Context: an optimization exercise on an open-source flow, tuned for small area. The choices shown serve that exercise and are no tape-out recipe.
Only simulation tests tie the RTL to the original design; equivalence was not proved.
Power is estimated from default activity; no workload was simulated.

$ cat flow/run.sh
#!/bin/bash
# synth_recipe.tcl (not shown) runs the flow's synth.tcl, then flattens the netlist and writes it again
# the make line also repeats each setting of config.mk as NAME=value (left out here)
make -C /OpenROAD-flow-scripts/flow DESIGN_CONFIG=/design/flow/config.mk WORK_HOME=/design/flow/orfs CLKGATE_MAP_FILE= SYNTH_SCRIPT=/design/flow/synth_recipe.tcl finish
$ cat flow/config.mk
export PLATFORM = sky130hd
export DESIGN_NAME = apb_slave_mem
export DESIGN_NICKNAME = apb_slave_mem
export VERILOG_FILES = /design/flow/design.v
export SDC_FILE = /design/flow/constraint.sdc
export NUM_CORES = 4
export LEC_CHECK = 0
export CAP_MARGIN = 20
export CORE_MARGIN = 2
export CORE_UTILIZATION = 40
export SLEW_MARGIN = 20
$ cat flow/constraint.sdc
create_clock -name core_clock -period 12.0 [get_ports {pclk}]
set_input_delay 2.4000 -clock core_clock [delete_from_list [all_inputs] [get_ports {pclk}]]
set_output_delay 2.4000 -clock core_clock [all_outputs]
set_load 0.01 [all_outputs]
$ cat flow/design.v
module apb_slave_mem #(
    parameter int unsigned DEPTH       = 256,
    parameter int unsigned WAIT_STATES = 2,
    parameter logic [31:0] BASE_ADDR   = 32'h0
) (
    input  logic        pclk,
    input  logic        rst_n,
    input  logic        psel,
    input  logic        penable,
    input  logic        pwrite,
    input  logic [31:0] paddr,
    input  logic [31:0] pwdata,
    output logic [31:0] prdata,
    output logic        pready,
    output logic        pslverr
);
    localparam int unsigned NR = 16;            
    localparam int unsigned RL = 16;            
    logic [3:0]  r_q;                           
    logic        clr_q;                         
    logic [NR-1:0][RL-1:0][31:0] ring_q;
    logic [3:0]  widx;                          
    logic [3:0]  ring_sel;
    logic        err;
    logic        hit_rd, hit_wr;
    logic        wr_en;
    assign widx     = paddr[5:2];
    assign ring_sel = paddr[9:6];
    assign err      = (paddr[31:10] != 22'h0) || (paddr[1:0] != 2'b00);
    assign hit_rd   = ((widx + r_q) == 4'd0);
    assign hit_wr   = ((widx + r_q) == 4'd15);
    assign wr_en    = psel && penable && pwrite && !err && hit_wr;
    always_ff @(posedge pclk or negedge rst_n) begin
        if (!rst_n) begin
            r_q   <= 4'd0;
            clr_q <= 1'b1;
        end else begin
            r_q   <= r_q + 4'd1;
            if (r_q == 4'd15) clr_q <= 1'b0;
        end
    end
    for (genvar j = 0; j < int'(NR); j++) begin : g_ring
        always_ff @(posedge pclk) begin
            if (wr_en && (ring_sel == 4'(j))) begin
                ring_q[j][0] <= pwdata;
            end else if (clr_q) begin
                ring_q[j][0] <= 32'h0;
            end else begin
                ring_q[j][0] <= ring_q[j][RL-1];
            end
            for (int k = 1; k < int'(RL); k++) begin
                ring_q[j][k] <= ring_q[j][k-1];
            end
        end
    end
    assign pready  = err || (pwrite ? hit_wr : hit_rd);
    assign pslverr = err;
    assign prdata  = ring_q[ring_sel][0];
endmodule
==> run notes, run 1 <==
wire length per cell roughly 16 um; CTS tree done; number of global-route vias before repair roughly 68000; pre-CTS setup slack about 4 ns; Synthesized Nets 9712; synthesized area 178500 sq um; Synth Area in Simple Gates 1.922%; largest family of logic cells by synthesized area multiplexers; VDD IR max 0.1480 mV; clk root buf clkbuf_16; io pins roughly 100; Final Max Slew Viols 0; H-tree depth 6; # fillers 36550; hold crit path type reg2reg; Final ANT Viol Nets 0; HPWL after DPL about 150000 um; Post-CTS Setup Bufs 0; worst hold endpoint ring_q[1425]; Required @ worst endpoint 9.60 ns; Area Growth Syn to Fin 17.15%; Core Region 444800 sq um; Mapped Cells 9638; via count 65150; pwr/cell area around 230 nW/um^2; arrival time worst endpoint about 5.6 ns; area share of fa/ha/maj cells after synthesis less than 1%; Post-synth top cells dfxtp_1, nor2b_1, mux2_2; Setup crit end kind output pin; Post-CTS Resized 0; worst reg2reg setup slack 8.01 ns; Leak 0.08420 uW; post-route cell area 209100 sq um; Reg2Reg Depth 9; Synth Register Bits 8197; register area share after synthesis 91.96%; initial antenna violation count 52; Worst Tran Pin Value 1.102 ns; port bufs 102; period utilization 66.21%; CTS Buf Count 671; Setup CP Type in2out; largest cells by area after synthesis dfxtp_1, mux2_2, mux4_2; Yosys top cell by area dfxtp_1; Cell variety after synth 38; final setup vio count 0; GRT Util Overall 11.81%; Iter 0 DRT Violations between 3000 and 4000; Die Wd 672.0 um; outcome complete, no violations; Critical Path Start Type primary input; hold depth 0; Hold Fails Final Rpt 0; post-synthesis mux area share 5.312%; number of remaining DRC errors 0; area post-placement around 190000 sq um; Max transition margin 26.52%; post-synthesis compound-gate area fraction 0.1935%; GPL Wtd Cong 0.7534; nets@finish 10340; commonest register cell after synthesis dfxtp_1; largest net degree at the start of global routing 136; Tot Pwr 49110 uW; async set or reset register ratio after synthesis less than 1%; Setup Total Neg Slack 0 ns; Fmax 125.9 MHz; Max clock buf depth 4; XOR/XNOR share of the synthesized area less than 1%; TritonRoute pass-1 iters 4; post-DR vias/cell 3.890; layout cells sized above 1 roughly 16%; drt total wl 269600 um; die area 451600 sq um; Congestion Overflow GR 0; Mean Syn Cell Area between 15 and 20 sq um; number of synthesized flops with an enable pin 0; final clock skew 0.02321 ns; global-route wire length before repair 409700 um; Synth Warn # 1; setup slack after layout 4.054 ns; # rows 245; r2r startpoint r_q[0]; CP max FO 72; CTS clock-pin slew for the worst setup and hold paths 0.06 ns; hold_sp ring_q[1393]; post-layout min period around 8 ns; initial core utilization around 40%; worst skew pair latency 1.02 ns; FF-to-FF End ring_q[7176]; final core utilization 47.01%; RSZ-0062 raised after global routing false; most numerous cell in the Yosys netlist dfxtp_1; die height 672.0 um; Synth top area share roughly nine tenths; Max-cap violations 0; Hold-fix buffers, CTS 0; number of clock sinks 8197
critical path, stage by stage:
cell and delay, ns:
buf_8 0.60, buf_12 0.52, mux4_2 0.60, mux4_2 0.62
clkdlybuf4s50_1 0.54
cells by family after synthesis:
logic type | count (synthesis)
compound gates | 20
flops | 8197
buf+inv | 189
xor+xnor | 4
fa+ha+maj | 5
mux | 672
simple gates | 551
flip-flops by register name, indices dropped and copies added, names as in the netlist:
name and count:
clr_q 1, r_q 4, ring_q 8192
per-stage QoR:
stage               std cells  hold slack, ns
floorplan                9638          0.3096
global placement        15520          0.3095
detailed placement      15520          0.3121
CTS                     16740          0.3033
global route            16740          0.3134
finish                  16750          0.3105
final cells by class:
class	instances	area, sq um	share of cell area, %
Clock inverter	241	2950	1.411
Antenna cell	11	27.53	0.01317
Clock buffer	974	19690	9.419
Inverter	6	22.52	0.01077
Timing Repair Buffer	138	1365	0.6529
Tap cell	5928	7417	3.547
Sequential cell	8197	164100	78.50
Multi-Input combinational cell	1252	13480	6.446
placed cells by master, fill, tap and decap left out, drive strengths merged, types with 2 or more instances in the layout:
master | netlist | final
nand3b | 2 | 2
mux4 | 160 | 160
clkinvlp | 0 | 27
clkinv | 0 | 142
nor2b | 512 | 512
nand2b | 2 | 2
o2111ai | 16 | 16
clkbuf | 99 | 975
dfxtp | 8192 | 8192
inv | 6 | 33
buf | 84 | 39
xor2 | 2 | 2
xnor2 | 2 | 2
diode | 0 | 11
nor3 | 8 | 8
and4 | 2 | 2
nor4 | 11 | 11
bufinv | 0 | 45
dfrtp | 4 | 4
ha | 4 | 4
mux2 | 512 | 512
a21oi | 2 | 2
nand3 | 5 | 5
nor2 | 4 | 4
clkdlybuf4s50 | 0 | 98
routing by layer:
layer	vias up	part of all wire (%)	global-route usage (%)
met4	8	2.8	3.943
met2	992	44	18.63
li1	31930	-	-
met5	-	0.017	0
met3	589	3.7	2.158
met1	31630	49	16.43
worst max path at each step:
stage | from | to | slack, ns | cells past startpoint
after global placement | paddr[6] | prdata[4] | 3.98 | 5
after global routing | paddr[6] | prdata[16] | 3.87 | 5
final | paddr[6] | prdata[16] | 4.05 | 5
after floorplan | paddr[6] | prdata[0] | 5.52 | 4
after CTS | paddr[6] | prdata[19] | 3.95 | 5
after detailed placement | paddr[6] | prdata[19] | 3.95 | 5
power breakdown:
part	switching, uW	leakage (uW)	internal (uW)
clock network	9320	0.0111	12500
registers	0.00000126	0.0660	27200
logic	87.5	0.00706	45.9
==> run 2: changes to the inputs <==
--- a/flow/config.mk
+++ b/flow/config.mk
@@ -8,4 +8,5 @@
 export CAP_MARGIN = 20
 export CORE_MARGIN = 2
-export CORE_UTILIZATION = 40
+export CORE_UTILIZATION = 70
+export PLACE_DENSITY = 0.8
 export SLEW_MARGIN = 20
==> run 2 against run 1 <==
  * Still clean on timing, DRC and antenna
  * Clock-buffer cell count rose by 24
  * Die area fell by 43%
  * Global-route usage rose by 19 points
  * Sequential power barely moved
  * Clock power rose by 9%
  * Critical endpoint is now prdata[17]
  * Largest power group unchanged
  * Highest routed layer unchanged
==> run notes, run 2 <==
outcome complete, no violations; Synth top area share 91.89% (unchanged); crit-path cells clkbuf_8, buf_4, mux4_2, mux4_2, clkdlybuf4s50_1; via count 76110 (+17%); crit-path max cell delay 0.87 ns (+0.25 ns); GPL Wtd Cong 0.7801 (+3.5%); # rows 185 (-24%); worst reg2reg setup slack 7.70 ns (-0.31 ns); initial antenna violation count 45 (-13%); Core Region 253900 sq um (-43%); number of clock sinks 8197 (unchanged); arrival time worst endpoint 5.86 ns (+0.31 ns); Post-CTS Setup Bufs 0 (unchanged); Post-synth top cells dfxtp_1, nor2b_1, mux2_2; Final Max Slew Viols 0 (unchanged); Synth Register Bits 8197 (unchanged); die area 259000 sq um (-43%); Max clock buf depth 4 (unchanged); top cell family by delay on the critical path buffers and inverters; period utilization 68.84% (+2.6 points); Worst Path Buf+Inv 3 (unchanged); Top Registers ring_q x8192, r_q x4, clr_q x1; Leak 0.08433 uW (+0.16%); Setup crit end kind output pin; async set or reset register ratio after synthesis 0.06100% (unchanged); initial core utilization 70.29% (+30 points); Critical Path Start Type primary input; VDD IR max 0.2229 mV (+51%); pwr/cell area 247.8 nW/um^2 (+5.5%); io pins 103 (unchanged); Synthesized Nets 9712 (unchanged); Congestion Overflow GR 0 (unchanged); Synth Warn # 1 (unchanged); Fmax 121.1 MHz (-3.8%); Hold Fails Final Rpt 0 (unchanged); FF-to-FF End ring_q[6163]; most used cell, CP mux4_2; Iter 0 DRT Violations 7084 (+130%); final setup vio count 0 (unchanged); Hold-fix buffers, CTS 0 (unchanged); TritonRoute pass-1 iters 5 (+1); number of global-route vias before repair 82220 (+21%); worst skew pair latency 1.04 ns (+0.02 ns); commonest non-fill, non-tap cell in the layout dfxtp_1; most frequent cells in the layout dfxtp_1, clkbuf_16, nor2b_1; wire length per cell 32.52 um (+100%); CP max FO 87 (+21%); Die Wd 508.9 um (-24%); Post-CTS Resized 0 (unchanged); Worst Tran Pin Value 1.477 ns (+0.3752 ns); layout cells sized above 1 16.32% (-0.16 points); Yosys top cell by area dfxtp_1; Setup Total Neg Slack 0 ns (unchanged); largest net degree at the start of global routing 137 (+0.74%); largest cells by area after synthesis dfxtp_1, mux2_2, mux4_2; Mean Syn Cell Area 18.52 sq um (unchanged); Cell variety after synth 38 (unchanged); most numerous cell in the Yosys netlist dfxtp_1; Reg with most FFs ring_q; Max-cap violations 0 (unchanged); hold_sp ring_q[4735]; CTS tree done; global-route wire length before repair 581400 um (+42%); Max transition margin 1.502% (-25 points); HPWL after DPL 158100 um (+6.4%); number of synthesized flops with an enable pin 0 (unchanged); Final ANT Viol Nets 0 (unchanged); GRT Util Overall 31.00% (+19 points); nets@finish 10340 (+0.039%); number of remaining DRC errors 0 (unchanged); commonest register cell after synthesis dfxtp_1; Setup CP Type in2out; post-DR vias/cell 5.366 (+38%); highest-delay cell along the critical path buf_4; r2r startpoint r_q[0]; hold depth 0 (unchanged); Required @ worst endpoint 9.60 ns (about the same); register area share after synthesis 91.96% (unchanged); drt total wl 461300 um (+71%); number of flip-flops in the largest register 8192 (unchanged); post-layout min period 8.261 ns (+0.3149 ns); CTS Buf Count 678 (+1.0%); Mapped Cells 9638 (unchanged); Area Growth Syn to Fin 15.45%; hold crit path type reg2reg; final clock skew 0.06171 ns (+0.03850 ns); # fillers 9568 (-74%); Reg2Reg Depth 9 (unchanged); CTS clock-pin slew for the worst setup and hold paths 0.08 ns (+0.02 ns); synthesized area 178500 sq um (unchanged); clk root buf clkbuf_16; H-tree depth 6 (unchanged); Tot Pwr 51060 uW (+4.0%); RSZ-0062 raised after global routing false; port bufs 102 (unchanged); die height 508.9 um (-24%); worst hold endpoint ring_q[4767]
[run 2: cell count changes in the layout (fill, tap and decap cells not counted), sizes merged]
cell,before,now
clkdlybuf4s50,98,97
diode,11,26
clkinv,142,125
inv,33,26
clkinvlp,27,9
bufinv,45,50
buf,39,37
clkbuf,975,999
[run 2: final cells by class]
class                           instances  area (sq um)  area share (%)
Sequential cell                      8197        164100           79.65
Clock inverter                        204          2695           1.308
Multi-Input combinational cell       1252         13480           6.541
Inverter                                6         22.52         0.01093
Tap cell                             3366          4212           2.044
Timing Repair Buffer                  135          1385          0.6722
Antenna cell                           26         65.06         0.03157
Clock buffer                          998         20080           9.743
[run 2: worst max-delay path by stage]
stage                     startpoint          to  cells after the start
final                       paddr[7]  prdata[17]                      5
after global routing        paddr[6]   prdata[8]                      5
after CTS                   paddr[7]  prdata[17]                      5
after detailed placement    paddr[7]  prdata[25]                      5
after global placement      paddr[7]  prdata[25]                      5
after floorplan             paddr[6]   prdata[0]                      4
[run 2: logic make-up (layout without fill, tap and decap cells)]
logic type | Yosys count | in the layout | synth area share [%]
buf+inv | 189 | 1343 | 0.5552
other cells | 0 | 26 | 0
xor+xnor | 4 | 4 | 0.01963
simple gates | 551 | 551 | 1.922
fa+ha+maj | 5 | 5 | 0.03926
mux | 672 | 672 | 5.312
compound gates | 20 | 20 | 0.1935
flops | 8197 | 8197 | 91.96
[run 2: power breakdown]
group          total (uW)  internal, uW  switching [uW]
registers           27200         27200      0.00000228
logic                 150          46.0             104
clock network       23700         12800           10900
total               51100         40000           11000
[run 2: metal layers]
layer | routed length (um) | vias to the layer above | global-route usage, %
li1 | - | 31910 | -
met4 | 32270 | 26 | 14.50
met3 | 25850 | 1549 | 5.844
met5 | 168 | - | 0
met2 | 230800 | 3635 | 52.08
met1 | 172200 | 38990 | 39.05
[run 2: through the flow]
stage                     cell area [sq um]  worst slack (ns)  utilization [%]  std cells  hold slack [ns]
after floorplan                      178500             5.521                -       9638           0.3096
after global placement               183100             4.082            72.12      12950           0.3095
after detailed placement             183100             4.022            72.12      12950           0.3121
after CTS                            205900             3.855            81.08      14150           0.2852
after global routing                 206000             3.750            81.13      14170           0.2919
final                                206100             3.739            81.15      14180           0.2718
==> run 3: changes to the inputs <==
--- a/flow/design.v
+++ b/flow/design.v
@@ -40,13 +40,14 @@
         end
     end
+    logic [NR-1:0] ld, keep;
+    logic [NR-1:0][31:0] port_d;
     for (genvar j = 0; j < int'(NR); j++) begin : g_ring
+        assign ld[j]   = wr_en && (ring_sel == 4'(j));
+        assign keep[j] = !ld[j] && !clr_q;
+        apb_slave_mem_port u_port (
+            .ld(ld[j]), .keep(keep[j]), .wdata(pwdata), .rdata(ring_q[j][RL-1]), .d(port_d[j])
+        );
         always_ff @(posedge pclk) begin
-            if (wr_en && (ring_sel == 4'(j))) begin
-                ring_q[j][0] <= pwdata;
-            end else if (clr_q) begin
-                ring_q[j][0] <= 32'h0;
-            end else begin
-                ring_q[j][0] <= ring_q[j][RL-1];
-            end
+            ring_q[j][0] <= port_d[j];
             for (int k = 1; k < int'(RL); k++) begin
                 ring_q[j][k] <= ring_q[j][k-1];
@@ -56,4 +57,29 @@
     assign pready  = err || (pwrite ? hit_wr : hit_rd);
     assign pslverr = err;
-    assign prdata  = ring_q[ring_sel][0];
+    logic [NR-1:0]       rsel;
+    logic [NR-1:0][31:0] rword;
+    for (genvar j = 0; j < int'(NR); j++) begin : g_rd
+        assign rsel[j]  = (ring_sel == 4'(j));
+        assign rword[j] = ring_q[j][0];
+    end
+    apb_slave_mem_rdmux u_rdmux (.sel(rsel), .word(rword), .q(prdata));
 endmodule
+module apb_slave_mem_port (
+    input  logic        ld,
+    input  logic        keep,
+    input  logic [31:0] wdata,
+    input  logic [31:0] rdata,
+    output logic [31:0] d
+);
+    assign d = (wdata & {32{ld}}) | (rdata & {32{keep}});
+endmodule
+module apb_slave_mem_rdmux (
+    input  logic [15:0]       sel,
+    input  logic [15:0][31:0] word,
+    output logic [31:0]       q
+);
+    always_comb begin
+        q = 32'h0;
+        for (int j = 0; j < 16; j++) q = q | (word[j] & {32{sel[j]}});
+    end
+endmodule
==> flow/flow/run.sh (new file) <==
#!/bin/bash
# Standard layout, with clock tree synthesis that clusters more flip-flops per
# leaf buffer and inserts no dummy loads.
set -euo pipefail
export CTS_ARGS="-sink_clustering_enable -repair_clock_nets -dont_use_dummy_load -sink_clustering_size 24 -sink_clustering_max_diameter 60 "
bash standard.sh > standard.log 2>&1
==> flow/standard.sh (new file) <==
#!/bin/bash
# synth_recipe.tcl (not shown) runs the flow's synth.tcl, then flattens the netlist and writes it again
# the make line also repeats each setting of config.mk as NAME=value (left out here)
make -C /OpenROAD-flow-scripts/flow DESIGN_CONFIG=/design/flow/config.mk WORK_HOME=/design/flow/orfs CLKGATE_MAP_FILE= SYNTH_SCRIPT=/design/flow/synth_recipe.tcl "${@:-finish}"
--- a/flow/config.mk
+++ b/flow/config.mk
@@ -8,5 +8,5 @@
 export CAP_MARGIN = 20
 export CORE_MARGIN = 2
-export CORE_UTILIZATION = 70
-export PLACE_DENSITY = 0.8
+export CORE_UTILIZATION = 40
 export SLEW_MARGIN = 20
+export SYNTH_HIERARCHICAL = 1
removed: flow/run.sh
==> run 3 against run 2 <==
  * Worst hold slack got worse by 0.039 ns
  * Largest cell class unchanged
  * Critical path depth rose by 3
  * Critical path type unchanged
  * Via count fell by 16%
  * Clock power fell by 43%
==> run notes, run 3 <==
post-DR vias/cell 4.137 (-23%); most frequent cells in the layout dfxtp_1, a22o_1, clkbuf_16; Global Route met3 Usage 2.319% (-3.5 points); TritonRoute pass-1 iters 6 (+1); final core utilization 44.28% (-37 points); worst reg2reg setup slack 7.83 ns (+0.13 ns); VDD IR max 0.1265 mV (-43%); Setup crit end kind output pin; Clk pwr share 33.0% (-14 points); Die Wd 662.2 um (+30%); final clock skew 0.08545 ns (+0.02374 ns); number of remaining DRC errors 0 (unchanged); register area share after synthesis 94.71% (+2.8 points); Fmax 108.9 MHz (-10%); CTS tree done; worst skew pair latency 0.93 ns (-0.11 ns); Congestion Overflow GR 0 (unchanged); io pins 103 (unchanged); post-layout min period 9.180 ns (+0.9188 ns); Required @ worst endpoint 9.60 ns (about the same); Post-CTS Resized 0 (unchanged); Max clock buf depth 4 (unchanged); Area Growth Syn to Fin 10.17%; number of global-route vias before repair 63990 (-22%); Mapped Cells 9254 (-4.0%); H-tree depth 5 (-1); FF-to-FF End ring_q[4096]; Hold-fix buffers, CTS 0 (unchanged); CTS clock-pin slew for the worst setup and hold paths 0.08 ns (about the same); Synth Warn # 8 (+7); Mean Syn Cell Area 18.73 sq um (+1.1%); Int Pwr 33080 uW (-17%); most numerous cell in the Yosys netlist dfxtp_1; GPL Wtd Cong 0.7991 (+2.4%); Seq pwr share 66.7% (+14 points); RSZ-0062 raised after global routing false; HPWL after DPL 170300 um (+7.7%); hold crit path type reg2reg; Cell variety after synth 36 (-5.3%); Post-synth top cells dfxtp_1, a22o_1, a221oi_1; Leak 0.07435 uW (-12%); Max transition margin 21.74% (+20 points); M2 GR Usage 21.13% (-31 points); synthesized area 173300 sq um (-2.9%); Reg2Reg Depth 10 (+1); largest net degree at the start of global routing 34 (-75%); register area 164100 sq um (about the same); arrival time worst endpoint 6.78 ns (+0.92 ns); Yosys top cell by area dfxtp_1; commonest register cell after synthesis dfxtp_1; number of clock sinks 8197 (unchanged); Critical Path Start Type primary input; # rows 241 (+30%); final setup vio count 0 (unchanged); port bufs 102 (unchanged); Synth top area share 94.64% (+2.7 points); Comb pwr share 0.3% (about the same); via count 63690 (-16%); die area 438500 sq um (+69%); Sw Ratio 18.77% (-2.9 points); period utilization 76.50% (+7.7 points); outcome complete, no violations; WHS 0.2332 ns (-0.03866 ns); largest cells by area after synthesis dfxtp_1, a22o_1, buf_6; nets@finish 9750 (-5.7%); GRT Util Overall 13.27% (-18 points); Worst Tran Pin Value 1.174 ns (-0.3035 ns); die height 662.2 um (+30%); Hold Fails Final Rpt 0 (unchanged); area occupied by multi-input gates 8093 sq um (-40%); Final ANT Viol Nets 0 (unchanged); async set or reset register ratio after synthesis 0.06100% (unchanged); drt total wl 296300 um (-36%); commonest non-fill, non-tap cell in the layout dfxtp_1; CP max FO 19 (-78%); Post-CTS Setup Bufs 0 (unchanged); NetSw 7643 uW (-31%); wire length per cell 19.25 um (-41%); hold depth 0 (unchanged); worst hold endpoint ring_q[6920]; Synth Register Bits 8197 (unchanged); Iter 0 DRT Violations 4096 (-42%); Final Max Slew Viols 0 (unchanged); GRT met1 Usage 17.99% (-21 points); number of flip-flops in the largest register 8192 (unchanged); initial antenna violation count 30 (-33%); layout cells sized above 1 5.830% (-10 points); pwr/cell area 213.3 nW/um^2 (-14%); Setup CP Type in2out; hold_sp ring_q[6888]; Synthesized Nets 9328 (-4.0%); global-route wire length before repair 428500 um (-26%); CTS Buf Count 396 (-42%); clk root buf clkbuf_16; Core Region 431200 sq um (+70%); number of synthesized flops with an enable pin 0 (unchanged); r2r startpoint r_q[0]; Top Registers ring_q x8192, r_q x4, clr_q x1; initial core utilization 40.19% (-30 points); Setup Total Neg Slack 0 ns (unchanged); most used routing layer met2; Reg with most FFs ring_q; Max-cap violations 0 (unchanged); # fillers 36590 (+280%)
## run 3: cell types whose count changed in the layout (fill, tap and decap cells not counted), moves of 48 or more
cell / change
a22o_1: +606
nor2b_1: -509
mux2_2: -452
clkbuf_16: -295
clkbuf_8: -164
mux4_2: -160
clkbuf_1: -144
a221oi_1: +126
clkinv_2: -104
bufinv_16: -50
buf_4: +48
## run 3: power by group through the flow
| stage | combinational [uW] | sequential [uW] | clock, uW |
|---|---|---|---|
| after floorplan | 24.7 | 27800 | 0 |
| after global routing | 126 | 27200 | 14800 |
| final | 124 | 27200 | 13400 |
| after global placement | 120 | 27800 | 0 |
| after detailed placement | 124 | 27800 | 0 |
| after CTS | 124 | 27200 | 13800 |
## run 3: kinds of logic (layout without fill, tap and decap cells)
| kind of cell | Yosys count | in the layout | synth area share, % |
|---|---|---|---|
| flops | 8197 | 8197 | 94.71 |
| compound gates | 790 | 790 | 4.007 |
| buf+inv | 160 | 580 | 0.8801 |
| simple gates | 98 | 98 | 0.3437 |
| fa+ha+maj | 5 | 5 | 0.04043 |
| xor+xnor | 4 | 4 | 0.02022 |
| other cells | 0 | 11 | 0 |
## run 3: layout make-up
| class | instances | share of cell area [%] |
|---|---|---|
| sequential | 8197 | 85.96 |
| clock buffer | 396 | 5.190 |
| multi-input combinational | 897 | 4.239 |
| tap | 5710 | 3.742 |
| timing repair buffer | 179 | 0.8428 |
| antenna | 11 | 0.01442 |
| inverter | 5 | 0.009830 |
## run 3: how the worst max path moves through the flow
| stage | from | end | slack, ns | depth (start not counted) |
|---|---|---|---|---|
| final | paddr[9] | prdata[3] | 2.82 | 8 |
| after global routing | paddr[9] | prdata[3] | 2.78 | 8 |
| after CTS | paddr[9] | prdata[3] | 2.75 | 8 |
| after detailed placement | paddr[9] | prdata[3] | 2.77 | 8 |
| after global placement | paddr[9] | prdata[3] | 2.96 | 8 |
| after floorplan | paddr[6] | prdata[10] | 5.66 | 7 |
## run 3: worst max-delay path, stage by stage
cell and delay (ns):
clkdlybuf4s50_1 0.88, nand2_1 0.59, nor2_4 0.83, buf_4 0.61, a22o_1 0.22, a221oi_1 0.05
nand4_1 0.50, clkdlybuf4s50_1 0.67
## run 3: per-stage QoR
stage               worst slack [ns]  total power, uW  instance area, sq um  std cells
floorplan                      5.663            27840                173300       9254
global placement               2.957            27940                181000      14990
detailed placement             2.772            27940                181000      14990
CTS                            2.753            41090                190900      15380
global route                   2.776            42060                190900      15390
finish                         2.821            40720                190900      15400
## run 3: layer usage
layer | routed length (um) | up-vias
met5 | 44 | -
met4 | 12590 | 6
met3 | 13720 | 621
met2 | 132600 | 1380
met1 | 137300 | 31180
li1 | - | 30500
## run 3: modules after synthesis (local to each module, per instance)
module	cells	flops+latches	area, sq um
apb_slave_mem_port	38	0	350.3
apb_slave_mem	8310	8197	164900
apb_slave_mem_rdmux	336	0	2826
==> run 4: changes to the inputs <==
==> flow/flow/run.sh (replaced) <==
#!/bin/bash
# Standard layout, with clock tree synthesis that clusters more flip-flops per
# leaf buffer and inserts no dummy loads.
set -euo pipefail
export CTS_ARGS="-sink_clustering_enable -repair_clock_nets -dont_use_dummy_load -sink_clustering_size 22 -sink_clustering_max_diameter 60 -buf_list sky130_fd_sc_hd__buf_12 -root_buf sky130_fd_sc_hd__clkbuf_16"
bash standard.sh > standard.log 2>&1
==> run 4 against run 3 <==
  * Global-route usage is essentially flat
  * Routed wire length about the same
  * Final cell count up 0.20%
  * Die area unchanged
  * Clock power about the same
  * Still clean
  * Critical endpoint is now prdata[14]
  * Cell area decreased by 0.67%
  * Clock skew fell by 0.0012 ns
  * Via count grew 0.16%
  * Non-clock buffer count unchanged
==> run notes, run 4 <==
highest-delay cell along the critical path nor2_4; commonest non-fill, non-tap cell in the layout dfxtp_1; post-layout min period 9.207 ns (+0.02741 ns); period utilization 76.72% (+0.23 points); placed insts 14990 (unchanged); Post-synth top cells dfxtp_1, a22o_1, a221oi_1; number of clock sinks 8197 (unchanged); Critical Path Start Type primary input; synthesized area 173300 sq um (unchanged); Synthesized Nets 9328 (unchanged); initial antenna violation count 26 (-13%); Final Max Slew Viols 0 (unchanged); die height 662.2 um (unchanged); Fmax 108.6 MHz (-0.30%); VDD IR max 0.1377 mV (+8.9%); area occupied by multi-input gates 8093 sq um (unchanged); fin cells 15430 (+0.20%); most frequent cells in the layout dfxtp_1, a22o_1, buf_12; Area Growth Syn to Fin 9.434%; async set or reset register ratio after synthesis 0.06100% (unchanged); clk root buf clkbuf_16; Setup CP Type in2out; via count 63790 (+0.16%); Worst Tran Pin Value 1.159 ns (-0.01533 ns); number of global-route vias before repair 64270 (+0.43%); commonest register cell after synthesis dfxtp_1; Hold Fails Final Rpt 0 (unchanged); GRT Util Overall 13.29% (+0.025 points); Required @ worst endpoint 9.60 ns (about the same); layout cells sized above 1 6.082% (+0.25 points); hold crit path type reg2reg; Synth Register Bits 8197 (unchanged); CP max FO 18 (-1); wl on met1 137700 um (+0.31%); Hold-fix buffers, CTS 0 (unchanged); arrival time worst endpoint 6.81 ns (+0.03 ns); Setup Total Neg Slack 0 ns (unchanged); hold_sp ring_q[6888]; global-route wire length before repair 429700 um (+0.28%); CTS Buf Count 422 (+6.6%); number of synthesized flops with an enable pin 0 (unchanged); Mapped Cells 9254 (unchanged); drt total wl 296300 um (about the same); HPWL after DPL 170300 um (unchanged); number of flip-flops in the largest register 8192 (unchanged); io pins 103 (unchanged); WL met2 132200 um (-0.33%); nets@finish 9776 (+0.27%); Die Wd 662.2 um (unchanged); Synth top area share 94.64% (unchanged); most used cell, CP clkdlybuf4s50_1; Max-cap violations 0 (unchanged); number of remaining DRC errors 0 (unchanged); largest net degree at the start of global routing 34 (unchanged); Yosys top cell by area dfxtp_1; Post-CTS Setup Bufs 0 (unchanged); outcome complete, no violations; CTS clock-pin slew for the worst setup and hold paths 0.08 ns (about the same); register area share after synthesis 94.71% (unchanged); Max transition margin 22.76% (+1.0 points); TritonRoute pass-1 iters 6 (unchanged); FF-to-FF End ring_q[4099]; r2r startpoint r_q[0]; Mean Syn Cell Area 18.73 sq um (unchanged); end of the critical path prdata[14]; top layer in use met5; GPL Wtd Cong 0.7991 (unchanged); Setup crit end kind output pin; Leak 0.07353 uW (-1.1%); CTS tree done; initial core utilization 40.19% (unchanged); Core Region 431200 sq um (unchanged); metal3 WL 13030 um (-5.0%); # fillers 36840 (+0.68%); die area 438500 sq um (unchanged); worst skew pair latency 0.91 ns (-0.02 ns); worst reg2reg setup slack 7.87 ns (+0.04 ns); crit-path cells clkdlybuf4s50_1, nand2_1, nor2_4, buf_4, a22o_1, a221oi_1, nand4_1, clkdlybuf4s50_1; largest cells by area after synthesis dfxtp_1, a22o_1, buf_6; Max clock buf depth 4 (unchanged); most numerous cell in the Yosys netlist dfxtp_1; Final ANT Viol Nets 0 (unchanged); Synth Warn # 8 (unchanged); Congestion Overflow GR 0 (unchanged); Post-CTS Resized 0 (unchanged); Cell variety after synth 36 (unchanged); final setup vio count 0 (unchanged); Top Registers ring_q x8192, r_q x4, clr_q x1; final clock skew 0.08429 ns (-0.001167 ns); Reg with most FFs ring_q; Iter 0 DRT Violations 4039 (-1.4%); pwr/cell area 214.2 nW/um^2 (+0.45%); port bufs 102 (unchanged); wire length per cell 19.21 um (-0.19%); post-DR vias/cell 4.135 (about the same); crit-path max cell delay 0.93 ns (+0.05 ns); register area 164100 sq um (unchanged); launch point of the worst path paddr[9]; RSZ-0062 raised after global routing false; # rows 241 (unchanged); Reg2Reg Depth 10 (unchanged); H-tree depth 5 (unchanged)
## run 4: cell types whose count changed in the layout (fill, tap and decap cells not counted)
cell	change
buf_12	+389
clkbuf_16	-363
diode_2	+5
## run 4: per-module statistics from Yosys, one instance, submodules excluded
module,area (sq um),flip-flops and latches,times used,cells inside
apb_slave_mem_rdmux,2826,0,1,336
apb_slave_mem,164900,8197,1,8310
apb_slave_mem_port,350.3,0,16,38
## run 4: how the worst min path moves through the flow
stage	to	depth (start not counted)	slack (ns)
2_1_floorplan	ring_q[1000]	0	0.31
3_3_place_gp	ring_q[1272]	0	0.31
3_5_place_dp	ring_q[1653]	0	0.31
4_1_cts	ring_q[6920]	0	0.23
5_1_grt	ring_q[6920]	0	0.22
6_report	ring_q[6920]	0	0.23
## run 4: cells by family after synthesis
kind of cell	after synthesis	share of synthesized area, %
adder cells (fa/ha/maj)	5	0.04043
AO/OA/AOI/OAI	790	4.007
buffers and inverters	160	0.8801
XOR/XNOR	4	0.02022
flip-flops	8197	94.71
AND/OR/NAND/NOR	98	0.3437
## run 4: where the power goes
| group | internal, uW | switching, uW |
|---|---|---|
| clock | 5510 | 7780 |
| combinational | 26.3 | 97.9 |
| sequential | 27200 | 0.000000985 |
## run 4: critical path: cells and delay by family
family / cells / cell delay, ns
compound gates: 2 / 0.30
simple gates: 3 / 1.94
buf+inv: 3 / 2.08
## run 4: through the flow
stage                     instance area [sq um]  hold slack (ns)  setup WS, ns  power, uW  util (%)
after global routing                     189600           0.2179         2.777      41940     43.97
final                                    189600           0.2323         2.793      40630     43.98
after CTS                                189600           0.2324         2.754      41020     43.97
after floorplan                          173300           0.3096         5.663      27840         -
after global placement                   181000           0.3095         2.957      27940     41.97
after detailed placement                 181000           0.3121         2.772      27940     41.97
## run 4: final cells by class
| type | count | share of cell area [%] |
|---|---|---|
| Sequential cell | 8197 | 86.54 |
| Clock buffer | 422 | 4.542 |
| Multi-Input combinational cell | 897 | 4.267 |
| Tap cell | 5710 | 3.767 |
| Timing Repair Buffer | 179 | 0.8485 |
| Antenna cell | 16 | 0.02111 |
| Inverter | 5 | 0.009897 |
## run 4: routing by layer
metal / vias up / track usage [%]
li1: 30570 / -
met5: - / 0
met4: 4 / 5.429
met2: 1329 / 21.11
met3: 639 / 2.315
met1: 31250 / 18.05
==> run 5: changes to the inputs <==
--- a/flow/design.v
+++ b/flow/design.v
@@ -18,4 +18,5 @@
     localparam int unsigned RL = 16;            
     logic [3:0]  r_q;                           
+    logic        e_q;                           
     logic        clr_q;                         
     logic [NR-1:0][RL-1:0][31:0] ring_q;
@@ -34,17 +35,24 @@
         if (!rst_n) begin
             r_q   <= 4'd0;
+            e_q   <= 1'b0;
             clr_q <= 1'b1;
         end else begin
             r_q   <= r_q + 4'd1;
-            if (r_q == 4'd15) clr_q <= 1'b0;
+            if (r_q == 4'd15) begin
+                e_q   <= !e_q;
+                clr_q <= 1'b0;
+            end
         end
     end
-    logic [NR-1:0] ld, keep;
+    logic [NR-1:0]       nld, nkeep;
     logic [NR-1:0][31:0] port_d;
+    logic [31:0]         wdata_n;               
+    assign wdata_n = pwdata ^ {32{!e_q}};
     for (genvar j = 0; j < int'(NR); j++) begin : g_ring
-        assign ld[j]   = wr_en && (ring_sel == 4'(j));
-        assign keep[j] = !ld[j] && !clr_q;
+        assign nld[j]   = !(wr_en && (ring_sel == 4'(j)));
+        assign nkeep[j] = !nld[j] || clr_q;
         apb_slave_mem_port u_port (
-            .ld(ld[j]), .keep(keep[j]), .wdata(pwdata), .rdata(ring_q[j][RL-1]), .d(port_d[j])
+            .nld(nld[j]), .nkeep(nkeep[j]), .wdata_n(wdata_n), .rdata(ring_q[j][RL-1]),
+            .d(port_d[j])
         );
         always_ff @(posedge pclk) begin
@@ -55,22 +63,26 @@
         end
     end
-    assign pready  = err || (pwrite ? hit_wr : hit_rd);
-    assign pslverr = err;
     logic [NR-1:0]       rsel;
     logic [NR-1:0][31:0] rword;
+    logic [31:0]         rraw;
+    logic                rpar;
     for (genvar j = 0; j < int'(NR); j++) begin : g_rd
         assign rsel[j]  = (ring_sel == 4'(j));
         assign rword[j] = ring_q[j][0];
     end
-    apb_slave_mem_rdmux u_rdmux (.sel(rsel), .word(rword), .q(prdata));
+    apb_slave_mem_rdmux u_rdmux (.sel(rsel), .word(rword), .q(rraw));
+    assign rpar = e_q ^ (r_q == 4'd0);
+    assign pready  = err || (pwrite ? hit_wr : hit_rd);
+    assign pslverr = err;
+    assign prdata  = rraw ^ {32{rpar}};
 endmodule
 module apb_slave_mem_port (
-    input  logic        ld,
-    input  logic        keep,
-    input  logic [31:0] wdata,
+    input  logic        nld,
+    input  logic        nkeep,
+    input  logic [31:0] wdata_n,
     input  logic [31:0] rdata,
     output logic [31:0] d
 );
-    assign d = (wdata & {32{ld}}) | (rdata & {32{keep}});
+    assign d = ~((wdata_n | {32{nld}}) & (rdata | {32{nkeep}}));
 endmodule
 module apb_slave_mem_rdmux (
==> flow/flow/run.sh (replaced) <==
#!/bin/bash
# Standard layout, with clock tree synthesis that clusters more flip-flops per
# leaf buffer and inserts no dummy loads, and the smallest buffer on each port.
set -euo pipefail
export CTS_ARGS="-sink_clustering_enable -repair_clock_nets -dont_use_dummy_load -sink_clustering_size 26 -sink_clustering_max_diameter 60 -buf_list sky130_fd_sc_hd__buf_12 -root_buf sky130_fd_sc_hd__clkbuf_16"
export BUFFER_PORTS_ARGS="-buffer_cell sky130_fd_sc_hd__buf_1"
bash standard.sh > standard.log 2>&1
==> run 5 against run 4 <==
  * Still clean on timing, DRC and antenna
  * Synthesized cell count rose by 0.79%
  * Sequential share of layout area rose by 0.71 points
  * Final cell count rose by 0.33%
  * Via count rose by 0.22%
  * Register-to-register slack got worse by 0.05 ns
  * Clock skew rose by 0.030 ns
  * Worst hold slack got worse by 0.034 ns
  * Largest power group unchanged
==> run notes, run 5 <==
outcome complete, no violations; Max transition margin 23.76% (+1.0 points); Synth Warn # 8 (unchanged); via count 63930 (+0.22%); initial antenna violation count 18 (-31%); Tot Pwr 40350 uW (-0.69%); Setup CP Type in2out; nets@finish 9820 (+0.45%); CP max FO 18 (unchanged); Post-synth top cells dfxtp_1, o22ai_1, a221oi_1, a22o_1, buf_6; async set or reset register ratio after synthesis 0.07319% (+0.012 points); most numerous cell in the Yosys netlist dfxtp_1; Area Growth Syn to Fin 9.166%; pwr/cell area 214.5 nW/um^2 (+0.11%); Synthesized Nets 9402 (+0.79%); die area 436100 sq um (-0.55%); wire length per cell 19.10 um (-0.57%); period utilization 68.27% (-8.5 points); worst skew pair latency 0.91 ns (about the same); VDD IR max 0.1294 mV (-6.0%); Yosys top cell by area dfxtp_1; synthesized area 172300 sq um (-0.56%); global-route wire length before repair 426300 um (-0.79%); number of flip-flops in the largest register 8192 (unchanged); Fmax 122.1 MHz (+12%); hold crit path type reg2reg; GPL Wtd Cong 0.7786 (-2.6%); Hold Fails Final Rpt 0 (unchanged); commonest register cell after synthesis dfxtp_1; # fillers 37020 (+0.50%); Required @ worst endpoint 9.60 ns (about the same); Post-CTS Resized 0 (unchanged); Worst Tran Pin Value 1.144 ns (-0.01493 ns); Worst Path Buf+Inv 3 (unchanged); Max clock buf depth 4 (unchanged); final clock skew 0.1146 ns (+0.03029 ns); Hold-fix buffers, CTS 0 (unchanged); Setup crit end kind output pin; Max-cap violations 0 (unchanged); Synth Register Bits 8198 (+0.012%); H-tree depth 5 (unchanged); crit-path max cell delay 0.79 ns (-0.14 ns); final setup vio count 0 (unchanged); Post-CTS Setup Bufs 0 (unchanged); number of remaining DRC errors 0 (unchanged); Setup Total Neg Slack 0 ns (unchanged); register area share after synthesis 95.25% (+0.55 points); Reg with most FFs ring_q; Iter 0 DRT Violations 4101 (+1.5%); most used cell, CP buf_1; CTS tree done; Mean Syn Cell Area 18.48 sq um (-1.3%); drt total wl 295600 um (-0.24%); Final Max Slew Viols 0 (unchanged); Die Wd 660.4 um (-0.28%); post-layout min period 8.193 ns (-1.014 ns); Leak 0.07339 uW (-0.19%); top cell family by delay on the critical path simple AND/OR/NAND/NOR gates; CTS Buf Count 403 (-4.5%); Congestion Overflow GR 0 (unchanged); crit-path cells buf_1, nand2_1, nor2_4, buf_4, a22o_1, a221oi_1, nand4_1, xnor2_1, buf_1; RSZ-0062 raised after global routing false; largest cells by area after synthesis dfxtp_1, o22ai_1, a221oi_1; layout cells sized above 1 5.789% (-0.29 points); GRT Util Overall 13.25% (-0.048 points); highest-delay cell along the critical path nor2_4; number of synthesized flops with an enable pin 0 (unchanged); Core Region 430000 sq um (-0.28%); die height 660.4 um (-0.28%); Mapped Cells 9327 (+0.79%); initial core utilization 40.08% (-0.11 points); largest net degree at the start of global routing 33 (-2.9%); TritonRoute pass-1 iters 5 (-1); number of clock sinks 8198 (+0.012%); Final ANT Viol Nets 0 (unchanged); port bufs 102 (unchanged); arrival time worst endpoint 5.79 ns (-1.02 ns); # rows 241 (unchanged); number of global-route vias before repair 63320 (-1.5%); HPWL after DPL 168700 um (-0.94%); Top Registers ring_q x8192, r_q x4; Synth top area share 95.17% (+0.53 points); io pins 103 (unchanged); Critical Path Start Type primary input; most frequent cells in the layout dfxtp_1, o22ai_1, buf_12; clk root buf clkbuf_16; post-DR vias/cell 4.130 (-0.11%); Cell variety after synth 37 (+2.8%); CTS clock-pin slew for the worst setup and hold paths 0.07 ns (about the same); commonest non-fill, non-tap cell in the layout dfxtp_1
==> run 5: cell types whose count changed after synthesis, moves of 9 or more <==
cell / before / now
a22o_1: 606 / 126
a22o_2: 34 / 2
a31oi_1: 17 / 0
buf_2: 1 / 41
buf_4: 2 / 18
buf_6: 122 / 72
nor3_2: 10 / 0
o21ai_0: 0 / 9
o22ai_1: 0 / 512
or2_1: 0 / 16
xnor2_1: 2 / 66
==> run 5: worst reg2reg max path, stage by stage (launching register included) <==
cell	delay [ns]
dfrtp_1	0.41
ha_1	0.21
inv_1	0.07
fa_1	0.39
xor2_1	0.23
nor4_1	0.32
o2111ai_2	0.51
o21ai_4	1.01
buf_4	0.67
o22ai_1	0.17
==> run 5: cell families (layout without fill, tap and decap cells) <==
kind of cell / count (synthesis) / after routing / share of synthesized area [%]
compound gates: 791 / 791 / 3.259
fa+ha+maj: 6 / 6 / 0.04792
buf+inv: 160 / 576 / 0.7311
simple gates: 102 / 102 / 0.3529
other cells: 0 / 24 / 0
xor+xnor: 70 / 70 / 0.3558
flops: 8198 / 8198 / 95.25
==> run 5: Yosys stat by module (local to each module, per instance) <==
module               flip-flops and latches  copies in the design  cells inside  area [sq um]
apb_slave_mem                          8198                     1          8383        165500
apb_slave_mem_rdmux                       0                     1           336          2826
apb_slave_mem_port                        0                    16            38         251.5
==> run 5: per-stage QoR <==
step | instance area, sq um | hold WS (ns) | cells | setup WS [ns] | util (%)
final | 188100 | 0.1984 | 15480 | 3.807 | 43.75
after global routing | 188100 | 0.1952 | 15460 | 3.781 | 43.74
after CTS | 188000 | 0.1963 | 15450 | 3.825 | 43.73
after detailed placement | 179800 | 0.3121 | 15050 | 3.825 | 41.82
after global placement | 179700 | 0.3095 | 15050 | 3.814 | 41.80
after floorplan | 172300 | 0.3096 | 9327 | 5.723 | -
==> run 5: per-layer routing <==
layer  up-vias  track usage, %  wire (um)
li1      30760               -          -
met1     31400           18.59     142300
met2      1168           20.79     130800
met3       600           2.089      11880
met4         0           4.730      10620
met5         -               0          0
==> run 5: final cells by class <==
cell class | instances | area [sq um] | share of cell area [%]
diodes | 24 | 60.06 | 0.03192
clock buffers | 403 | 8233 | 4.376
inverters | 5 | 18.77 | 0.009976
multi-input cells | 969 | 7632 | 4.057
flip-flops and latches | 8198 | 164200 | 87.26
well taps | 5710 | 7144 | 3.798
repair buffers | 168 | 882.1 | 0.4689
==> run 5: worst paths after layout <==
kind / startpoint / endpoint / slack, ns / cells past startpoint
max: paddr[9] / prdata[16] / 3.81 / 9
min in group asynchronous: rst_n / r_q[2] / 1.37 / 1
max reg2reg: r_q[0] / ring_q[1545] / 7.82 / 9
max in group asynchronous: rst_n / clr_q / 10.33 / 1
min reg2reg: ring_q[1222] / ring_q[1254] / 0.20 / 0
min: ring_q[1222] / ring_q[1254] / 0.20 / 0
==> run 5: power breakdown <==
part | internal [uW] | total [uW] | switching (uW) | leakage [uW]
clock | 5270 | 13000 | 7740 | 0.00388
sequential | 27200 | 27200 | 0.00000198 | 0.0665
combinational | 22.1 | 128 | 105 | 0.00297
==> run 6: changes to the inputs <==
==> flow/flow/run.sh (replaced) <==
#!/bin/bash
# Standard layout, with clock tree synthesis that clusters more flip-flops per
# leaf buffer and inserts no dummy loads, and the smallest buffer on each port.
set -euo pipefail
export CTS_ARGS="-sink_clustering_enable -repair_clock_nets -dont_use_dummy_load -sink_clustering_size 28 -sink_clustering_max_diameter 60 -buf_list sky130_fd_sc_hd__buf_12 -root_buf sky130_fd_sc_hd__clkbuf_16"
export BUFFER_PORTS_ARGS="-buffer_cell sky130_fd_sc_hd__buf_1"
bash standard.sh > standard.log 2>&1
==> run 6 against run 5 <==
  * Maximum frequency shrank 0.27%
  * Sequential cell count unchanged
  * Sequential share of layout area rose by 0.085 points
  * Register-to-register slack is essentially flat
  * Final cell count about the same
  * Sequential power is essentially flat
  * Core utilization barely moved
  * Clock power is essentially flat
  * Via count fell by 0.11%
  * Cell area hardly changed
  * Critical endpoint unchanged
  * Global-route usage about the same
  * Still clean on timing, DRC and antenna
  * Worst hold slack improved by 0.017 ns
==> run notes, run 6 <==
GPL Wtd Cong 0.7786 (unchanged); Top Registers ring_q x8192, r_q x4; FF-to-FF End ring_q[1548]; most frequent cells in the layout dfxtp_1, o22ai_1, buf_12; Max-cap violations 0 (unchanged); Hold Fails Final Rpt 0 (unchanged); clk root buf clkbuf_16; register area share after synthesis 95.25% (unchanged); area post-placement 179800 sq um (unchanged); initial antenna violation count 20 (+2); post-DR vias/cell 4.129 (about the same); synthesized area 172300 sq um (unchanged); end of the critical path prdata[16]; CTS Buf Count 395 (-2.0%); final core utilization 43.71% (about the same); die area 436100 sq um (unchanged); number of flip-flops in the largest register 8192 (unchanged); most used cell, CP buf_1; crit-path cells buf_1, nand2_1, nor2_4, buf_4, a22o_1, a221oi_1, nand4_1, xnor2_1, buf_1; Final Max Slew Viols 0 (unchanged); HPWL after DPL 168700 um (unchanged); number of remaining DRC errors 0 (unchanged); Hold-fix buffers, CTS 0 (unchanged); final setup vio count 0 (unchanged); Final ANT Viol Nets 0 (unchanged); Synth top area share 95.17% (unchanged); Cell variety after synth 37 (unchanged); nets@finish 9811 (-0.092%); CTS clock-pin slew for the worst setup and hold paths 0.09 ns (+0.02 ns); CTS tree done; Synthesized Nets 9402 (unchanged); Synth Warn # 8 (unchanged); GRT Util Overall 13.26% (+0.015 points); CP max FO 18 (unchanged); highest-delay cell along the critical path nor2_4; placed insts 15050 (unchanged); arrival time worst endpoint 5.81 ns (+0.02 ns); Reg2Reg Depth 9 (unchanged); via count 63850 (-0.11%); port bufs 102 (unchanged); Post-CTS Setup Bufs 0 (unchanged); Setup CP Type in2out; period utilization 68.46% (+0.18 points); Die Wd 660.4 um (unchanged); post-route cell area 187900 sq um (about the same); wire length per cell 19.15 um (+0.25%); hold crit path type reg2reg; Leak 0.07331 uW (-0.11%); commonest non-fill, non-tap cell in the layout dfxtp_1; worst reg2reg setup slack 7.81 ns (about the same); die height 660.4 um (unchanged); Worst Path Buf+Inv 3 (unchanged); Setup Total Neg Slack 0 ns (unchanged); number of clock sinks 8198 (unchanged); r2r startpoint r_q[0]; Mean Syn Cell Area 18.48 sq um (unchanged); CP Depth 9 (unchanged); # fillers 37000 (-0.049%); Reg with most FFs ring_q; Max transition margin 23.80% (+0.040 points); largest cells by area after synthesis dfxtp_1, o22ai_1, a221oi_1; pwr/cell area 214.1 nW/um^2 (-0.20%); async set or reset register ratio after synthesis 0.07319% (unchanged); Congestion Overflow GR 0 (unchanged); Synth Register Bits 8198 (unchanged); Mapped Cells 9327 (unchanged); Post-CTS Resized 0 (unchanged); fin cells 15460 (-0.090%); crit-path max cell delay 0.79 ns (about the same); post-layout min period 8.215 ns (+0.02194 ns); Yosys top cell by area dfxtp_1; Fmax 121.7 MHz (-0.27%); Iter 0 DRT Violations 4248 (+3.6%); Post-synth top cells dfxtp_1, o22ai_1, a221oi_1, a22o_1, buf_6; top cell family by delay on the critical path simple AND/OR/NAND/NOR gates; launch point of the worst path paddr[9]; outcome complete, no violations; RSZ-0062 raised after global routing false; io pins 103 (unchanged); number of global-route vias before repair 63410 (+0.15%); VDD IR max 0.1315 mV (+1.6%); layout cells sized above 1 5.702% (-0.087 points); worst skew pair latency 0.95 ns (+0.04 ns); H-tree depth 5 (unchanged); Worst Tran Pin Value 1.143 ns (-0.0005935 ns); final clock skew 0.1457 ns (+0.03112 ns); global-route wire length before repair 427000 um (+0.16%); Max clock buf depth 4 (unchanged); # rows 241 (unchanged); Area Growth Syn to Fin 9.059% (about the same); most numerous cell in the Yosys netlist dfxtp_1; Required @ worst endpoint 9.60 ns (about the same); Setup crit end kind output pin; Core Region 430000 sq um (unchanged); initial core utilization 40.08% (unchanged); commonest register cell after synthesis dfxtp_1; drt total wl 296100 um (+0.16%); Critical Path Start Type primary input; largest net degree at the start of global routing 33 (unchanged); TritonRoute pass-1 iters 5 (unchanged); number of synthesized flops with an enable pin 0 (unchanged)
[run 6: cell count changes in the layout (fill, tap and decap cells not counted)]
cell / delta
buf_12: -8
buf_6: -1
diode_2: -5
[run 6: metrics by stage]
stage          power, uW  hold WS, ns  worst slack (ns)
2_1_floorplan      27860       0.3096             5.723
3_3_place_gp       27940       0.3095             3.814
3_5_place_dp       27950       0.3121             3.825
4_1_cts            40540       0.2230             3.825
5_1_grt            41480       0.2340             3.783
6_report           40230       0.2151             3.785
[run 6: worst min path at each step]
stage                      start            to  slack (ns)  depth (start not counted)
floorplan            ring_q[968]  ring_q[1000]        0.31                          0
global placement    ring_q[2640]  ring_q[2672]        0.31                          0
detailed placement    ring_q[69]   ring_q[101]        0.31                          0
CTS                   ring_q[98]   ring_q[130]        0.22                          0
global route          ring_q[98]   ring_q[130]        0.23                          0
finish                ring_q[98]   ring_q[130]        0.22                          0
[run 6: layer usage]
layer | routed length, um | GRT usage [%]
met1 | 142000 | 18.68
met3 | 12390 | 2.016
met2 | 130700 | 20.78
met5 | 0 | 0
met4 | 11000 | 4.764
[run 6: kinds of logic after synthesis]
group                      count (synthesis)  share of synthesized area (%)
buffers and inverters                    160                         0.7311
adders and majority gates                  6                        0.04792
DFF                                     8198                          95.25
AOI/OAI and AO/OA                        791                          3.259
xor gates and xnor gates                  70                         0.3558
and+or+nand+nor                          102                         0.3529
[run 6: modules after synthesis (local to each module, per instance)]
module	flops+latches	cells inside
apb_slave_mem	8198	8383
apb_slave_mem_rdmux	0	336
apb_slave_mem_port	0	38
[run 6: cell type report]
cell class | count | area [sq um] | area share [%]
Antenna cell | 19 | 47.55 | 0.02530
Clock buffer | 395 | 8073 | 4.295
Timing Repair Buffer | 167 | 870.8 | 0.4634
Sequential cell | 8198 | 164200 | 87.34
Inverter | 5 | 18.77 | 0.009986
Multi-Input combinational cell | 969 | 7632 | 4.061
Tap cell | 5710 | 7144 | 3.801
[run 6: power by group]
part | total (uW) | switching, uW | internal (uW)
logic | 127 | 105 | 21.8
registers | 27200 | 0.00000199 | 27200
clock network | 12900 | 7730 | 5170
total | 40200 | 7830 | 32400
==> run 7: changes to the inputs <==
==> flow/flow/run.sh (replaced) <==
#!/bin/bash
# Standard layout, with clock tree synthesis that clusters more flip-flops per
# leaf buffer and inserts no dummy loads, and the smallest buffer on each port.
set -euo pipefail
export CTS_ARGS="-sink_clustering_enable -repair_clock_nets -dont_use_dummy_load -sink_clustering_size 28 -sink_clustering_max_diameter 100 -buf_list sky130_fd_sc_hd__buf_12 -root_buf sky130_fd_sc_hd__clkbuf_16"
export BUFFER_PORTS_ARGS="-buffer_cell sky130_fd_sc_hd__buf_1"
bash standard.sh > standard.log 2>&1
==> run 7 against run 6 <==
  * Critical endpoint unchanged
  * Sequential cell count is the same
  * Highest routed layer unchanged
  * Clock power shrank 8%
  * Still clean on timing, DRC and antenna
  * Global-route usage shrank 0.064 points
  * Die area is the same
  * Routed wire length shrank 0.37%
==> run notes, run 7 <==
outcome complete, no violations; Iter 0 DRT Violations 4138 (-2.6%); highest-delay cell along the critical path nor2_4; Max-cap violations 0 (unchanged); CTS clock-pin slew for the worst setup and hold paths 0.10 ns (about the same); crit-path max cell delay 0.78 ns (about the same); Final ANT Viol Nets 0 (unchanged); Synthesized Nets 9402 (unchanged); Hold Fails Final Rpt 0 (unchanged); hold crit path type reg2reg; most numerous cell in the Yosys netlist dfxtp_1; Final Max Slew Viols 0 (unchanged); worst skew pair latency 0.92 ns (-0.03 ns); fin cells 15400 (-0.39%); Leak 0.07273 uW (-0.79%); setup slack after layout 3.780 ns (-0.005700 ns); layout cells sized above 1 5.097% (-0.60 points); commonest non-fill, non-tap cell in the layout dfxtp_1; number of remaining DRC errors 0 (unchanged); initial antenna violation count 19 (-5.0%); CP max FO 18 (unchanged); Die Wd 660.4 um (unchanged); Setup Total Neg Slack 0 ns (unchanged); pre-CTS setup slack 3.825 ns (unchanged); nets@finish 9749 (-0.63%); Cell variety after synth 37 (unchanged); final setup vio count 0 (unchanged); post-layout min period 8.220 ns (+0.005700 ns); die area 436100 sq um (unchanged); Synth top area share 95.17% (unchanged); register area share after synthesis 95.25% (unchanged); Post-synth top cells dfxtp_1, o22ai_1, a221oi_1, a22o_1, buf_6; Post-CTS Resized 0 (unchanged); Max transition margin 22.76% (-1.0 points); port bufs 102 (unchanged); top cell family by delay on the critical path simple AND/OR/NAND/NOR gates; async set or reset register ratio after synthesis 0.07319% (unchanged); TritonRoute pass-1 iters 5 (unchanged); Hold-fix buffers, CTS 0 (unchanged); Synth Warn # 8 (unchanged); wire length per cell 19.15 um (about the same); clk root buf clkbuf_16; RSZ-0062 raised after global routing false; Post-CTS Setup Bufs 0 (unchanged); # rows 241 (unchanged); VDD IR max 0.1196 mV (-9.0%); period utilization 68.50% (about the same); Max clock buf depth 4 (unchanged); placed insts 15050 (unchanged); Area Growth Syn to Fin 8.342%; arrival time worst endpoint 5.82 ns (about the same); commonest register cell after synthesis dfxtp_1; Top Registers ring_q x8192, r_q x4; die height 660.4 um (unchanged); post-DR vias/cell 4.117 (-0.29%); synthesized area 172300 sq um (unchanged); pwr/cell area 210.2 nW/um^2 (-1.8%); GPL Wtd Cong 0.7786 (unchanged); CTS Buf Count 333 (-16%); most used cell, CP buf_1; number of global-route vias before repair 62820 (-0.94%); Yosys top cell by area dfxtp_1; drt total wl 295000 um (-0.37%); Setup crit end kind output pin; Critical Path Start Type primary input; Mean Syn Cell Area 18.48 sq um (unchanged); WHS 0.2363 ns (+0.02116 ns); io pins 103 (unchanged); number of clock sinks 8198 (unchanged); GRT Util Overall 13.20% (-0.064 points); Synth Register Bits 8198 (unchanged); Fmax 121.6 MHz (about the same); H-tree depth 5 (unchanged); number of flip-flops in the largest register 8192 (unchanged); most frequent cells in the layout dfxtp_1, o22ai_1, buf_12; initial core utilization 40.08% (unchanged); global-route wire length before repair 424600 um (-0.55%); via count 63420 (-0.68%); CTS tree done; number of synthesized flops with an enable pin 0 (unchanged); final clock skew 0.09151 ns (-0.05418 ns); crit-path cells buf_1, nand2_1, nor2_4, buf_4, a22o_1, a221oi_1, nand4_1, xnor2_1, buf_1; Setup CP Type in2out; largest net degree at the start of global routing 33 (unchanged); Worst Path Buf+Inv 3 (unchanged); HPWL after DPL 168700 um (unchanged); largest cells by area after synthesis dfxtp_1, o22ai_1, a221oi_1; Core Region 430000 sq um (unchanged); Required @ worst endpoint 9.60 ns (about the same); Mapped Cells 9327 (unchanged); Worst Tran Pin Value 1.153 ns (+0.009907 ns); Reg with most FFs ring_q; Congestion Overflow GR 0 (unchanged)
[run 7: power breakdown]
group / internal, uW / switching (uW)
sequential: 27200 / 0.00000198
clock: 4410 / 7540
combinational: 21.8 / 105
[run 7: logic make-up (layout without fill, tap and decap cells)]
family	Yosys count	count (layout)	synth area share (%)
fa+ha+maj	6	6	0.04792
simple gates	102	102	0.3529
xor+xnor	70	70	0.3558
compound gates	791	791	3.259
flops	8198	8198	95.25
other cells	0	21	0
buf+inv	160	505	0.7311
[run 7: path summary, 6_finish.rpt]
check	from	endpoint	slack (ns)	depth (start not counted)
worst min register to register	ring_q[1222]	ring_q[1254]	0.24	0
worst max register to register	r_q[0]	ring_q[1547]	7.82	9
worst max-delay path	paddr[9]	prdata[16]	3.78	9
worst min-delay path	ring_q[1222]	ring_q[1254]	0.24	0
min in group asynchronous	rst_n	r_q[3]	1.38	1
max in group asynchronous	rst_n	clr_q	10.31	1
[run 7: modules after synthesis, one instance, submodules excluded]
module,cell area (sq um),flops+latches
apb_slave_mem,165500,8198
apb_slave_mem_port,251.5,0
apb_slave_mem_rdmux,2826,0
[run 7: per-layer routing]
layer	part of all wire, %	GRT usage, %	wire length [um]	vias up
met5	0	0	0	-
met4	3.7	4.776	10830	0
met3	3.8	1.984	11190	525
met2	44	20.65	130300	1125
met1	48	18.61	142600	31180
li1	-	-	-	30590
[run 7: layout make-up]
class	count	area, sq um
fill	37110	243300
sequential	8198	164200
multi-input combinational	969	7632
tap	5710	7144
clock buffer	333	6832
timing repair buffer	167	870.8
antenna	21	52.55
inverter	5	18.77
[run 7: per-stage QoR]
| stage | area [sq um] | power, uW | util, % |
|---|---|---|---|
| 6_report | 186700 | 39250 | 43.42 |
| 5_1_grt | 186700 | 40480 | 43.41 |
| 4_1_cts | 186600 | 39560 | 43.40 |
| 3_5_place_dp | 179800 | 27950 | 41.82 |
| 3_3_place_gp | 179700 | 27940 | 41.80 |
| 2_1_floorplan | 172300 | 27860 | - |
==> run 8: changes to the inputs <==
--- a/flow/config.mk
+++ b/flow/config.mk
@@ -6,7 +6,7 @@
 export NUM_CORES = 4
 export LEC_CHECK = 0
-export CAP_MARGIN = 20
+export CAP_MARGIN = 5
 export CORE_MARGIN = 2
 export CORE_UTILIZATION = 40
-export SLEW_MARGIN = 20
+export SLEW_MARGIN = 5
 export SYNTH_HIERARCHICAL = 1
==> run 8 against run 7 <==
  * Power about the same
  * Sequential cell count unchanged
  * Die area unchanged
  * Via count down 0.18%
  * Critical endpoint unchanged
  * Highest routed layer is now met5
==> run notes, run 8 <==
synthesized area 172300 sq um (unchanged); period utilization 68.28% (-0.22 points); die area 436100 sq um (unchanged); r2r startpoint r_q[0]; Synth Warn # 8 (unchanged); most numerous cell in the Yosys netlist dfxtp_1; nets@finish 9750 (+0.010%); launch point of the worst path paddr[9]; number of synthesized flops with an enable pin 0 (unchanged); VDD IR max 0.1196 mV (about the same); io pins 103 (unchanged); Iter 0 DRT Violations 4387 (+6.0%); Leak 0.07272 uW (about the same); via count 63310 (-0.18%); largest net degree at the start of global routing 33 (unchanged); hold_sp ring_q[3023]; number of clock sinks 8198 (unchanged); number of remaining DRC errors 0 (unchanged); layout cells sized above 1 5.107% (+0.0098 points); Synth top area share 95.17% (unchanged); Max-cap violations 0 (unchanged); number of global-route vias before repair 62880 (+0.11%); Synthesized Nets 9402 (unchanged); CTS tree done; CP max FO 18 (unchanged); port bufs 102 (unchanged); highest-delay cell along the critical path nor2_4; Fmax 122.0 MHz (+0.32%); post-DR vias/cell 4.111 (-0.15%); Final ANT Viol Nets 0 (unchanged); worst skew pair latency 0.90 ns (-0.02 ns); Yosys top cell by area dfxtp_1; Cell variety after synth 37 (unchanged); Critical Path Start Type primary input; register area share after synthesis 95.25% (unchanged); CTS clock-pin slew for the worst setup and hold paths 0.10 ns (about the same); Hold-fix buffers, CTS 0 (unchanged); drt total wl 295500 um (+0.19%); Hold Fails Final Rpt 0 (unchanged); RSZ-0062 raised after global routing false; Tot Pwr 39260 uW (about the same); Core Region 430000 sq um (unchanged); Worst Tran Pin Value 1.232 ns (+0.07883 ns); Post-CTS Setup Bufs 0 (unchanged); Final Max Slew Viols 0 (unchanged); Reg with most FFs ring_q; Setup Total Neg Slack 0 ns (unchanged); Congestion Overflow GR 0 (unchanged); Die Wd 660.4 um (unchanged); pwr/cell area 210.4 nW/um^2 (about the same); Synth Register Bits 8198 (unchanged); crit-path cells buf_1, nand2_1, nor2_4, buf_4, a22o_1, a221oi_1, nand4_1, xnor2_1, buf_1; # rows 241 (unchanged); initial antenna violation count 20 (+1); HPWL after DPL 168600 um (about the same); TritonRoute pass-1 iters 6 (+1); most frequent cells in the layout dfxtp_1, o22ai_1, buf_12; hold crit path type reg2reg; number of flip-flops in the largest register 8192 (unchanged); Setup crit end kind output pin; final clock skew 0.06693 ns (-0.02458 ns); Mapped Cells 9327 (unchanged); outcome complete, no violations; Max transition margin 17.48% (-5.3 points); commonest register cell after synthesis dfxtp_1; wire length per cell 19.19 um (+0.22%); H-tree depth 5 (unchanged); Mean Syn Cell Area 18.48 sq um (unchanged); crit-path max cell delay 0.79 ns (about the same); commonest non-fill, non-tap cell in the layout dfxtp_1; GRT Util Overall 13.21% (about the same); most used cell, CP buf_1; initial core utilization 40.08% (unchanged); largest cells by area after synthesis dfxtp_1, o22ai_1, a221oi_1; WHS 0.2701 ns (+0.03382 ns); Top Registers ring_q x8192, r_q x4; Max clock buf depth 4 (unchanged); post-layout min period 8.194 ns (-0.02634 ns); die height 660.4 um (unchanged); Area Growth Syn to Fin 8.294% (about the same); arrival time worst endpoint 5.79 ns (-0.03 ns); Post-CTS Resized 0 (unchanged); global-route wire length before repair 425100 um (about the same); async set or reset register ratio after synthesis 0.07319% (unchanged); Setup CP Type in2out; GPL Wtd Cong 0.7786 (unchanged); Post-synth top cells dfxtp_1, o22ai_1, a221oi_1, a22o_1, buf_6; final setup vio count 0 (unchanged); clk root buf clkbuf_16; CTS Buf Count 333 (unchanged); Required @ worst endpoint 9.60 ns (about the same)
==> run 8: logic make-up after synthesis <==
group | share of synthesized area (%)
buffers and inverters | 0.7311
AO/OA/AOI/OAI | 3.259
adder cells (fa/ha/maj) | 0.04792
AND/OR/NAND/NOR | 0.3529
flip-flops | 95.25
XOR/XNOR | 0.3558
==> run 8: critical path: cells and delay by family <==
family                    cells  cell delay (ns)
xor gates and xnor gates      1             0.32
and+or+nand+nor               3             1.47
buffers and inverters         3             1.27
AOI/OAI and AO/OA             2             0.27
==> run 8: layout make-up <==
class / count / area (sq um)
diodes: 15 / 37.54
clock buffers: 333 / 6832
inverters: 5 / 18.77
flip-flops and latches: 8198 / 164200
well taps: 5710 / 7144
fillers: 37210 / 243400
repair buffers: 168 / 882.1
multi-input cells: 969 / 7553
==> run 8: layer usage <==
layer  vias up  part of all wire (%)  global-route usage (%)
met1     30970                    48                   18.54
met5         -                0.0074                       0
met3       577                   4.2                   2.205
li1      30600                     -                       -
met2      1158                    44                   20.58
met4         4                   3.8                   4.820
==> run 8: path summary, 6_finish.rpt <==
| kind | slack, ns | cells past startpoint | to |
|---|---|---|---|
| min in group asynchronous | 1.38 | 1 | r_q[3] |
| max | 3.81 | 9 | prdata[16] |
| max in group asynchronous | 10.33 | 1 | clr_q |
| min | 0.27 | 0 | ring_q[3055] |
| min reg2reg | 0.27 | 0 | ring_q[3055] |
| max reg2reg | 7.86 | 9 | ring_q[1043] |
==> run 8: report_power, final <==
| part | internal, uW | switching (uW) | leakage, uW |
|---|---|---|---|
| registers | 27200 | 0.00000199 | 0.0665 |
| clock network | 4410 | 7540 | 0.00323 |
| logic | 20.9 | 104 | 0.00296 |
==> run 8: modules after synthesis, one instance, submodules excluded <==
module,cells inside,flip-flops and latches,cell area (sq um),copies in the design
apb_slave_mem_port,38,0,251.5,16
apb_slave_mem_rdmux,336,0,2826,1
apb_slave_mem,8383,8198,165500,1
==> run 8: stage by stage <==
step / utilization [%] / cell area, sq um / setup slack [ns] / instances
2_1_floorplan: - / 172300 / 5.723 / 9327
3_3_place_gp: 41.80 / 179700 / 3.814 / 15050
3_5_place_dp: 41.80 / 179700 / 3.844 / 15050
4_1_cts: 43.39 / 186600 / 3.848 / 15380
5_1_grt: 43.39 / 186600 / 3.775 / 15390
6_report: 43.40 / 186600 / 3.806 / 15400

separate check: timing with driven ports:
The flow's constraints put no driver on any port. The routed layouts listed below were extracted and timed again, unchanged, in two steps. Step 1 assumes that a clkbuf_16 drives the clock port and a buf_2 every other input. Step 2 moves the port delays by t, midway between the first and last clock arrival at a register: inputs arrive t later, outputs are due t later. That takes back most of the time a late clock gives input paths. a / b / c = ideal / step 1 / step 2; a / b = the first two.
| run | shift t [ns] | setup slack, ns | worst register clock-pin slew, ns |
|---|---|---|---|
| run 1 | 1.117 | 4.054 / 3.984 / 3.984 | 0.07 / 0.07 |
| run 2 | 1.113 | 3.739 / 3.671 / 3.671 | 0.09 / 0.09 |
| run 3 | 1.018 | 2.821 / 2.665 / 2.665 | 0.09 / 0.09 |
| run 4 | 0.990 | 2.793 / 2.648 / 2.648 | 0.09 / 0.09 |
| run 5 | 0.992 | 3.807 / 3.696 / 3.696 | 0.10 / 0.10 |
| run 6 | 0.991 | 3.785 / 3.678 / 3.678 | 0.11 / 0.11 |
| run 7 | 0.977 | 3.780 / 3.657 / 3.657 | 0.11 / 0.11 |
| run 8 | 0.988 | 3.806 / 3.696 / 3.696 | 0.11 / 0.11 |
After both steps every run listed still meets setup and hold. For run 3, which loses most, drivers alone change the setup slack by -0.156 ns; drivers and shift together by -0.156 ns.
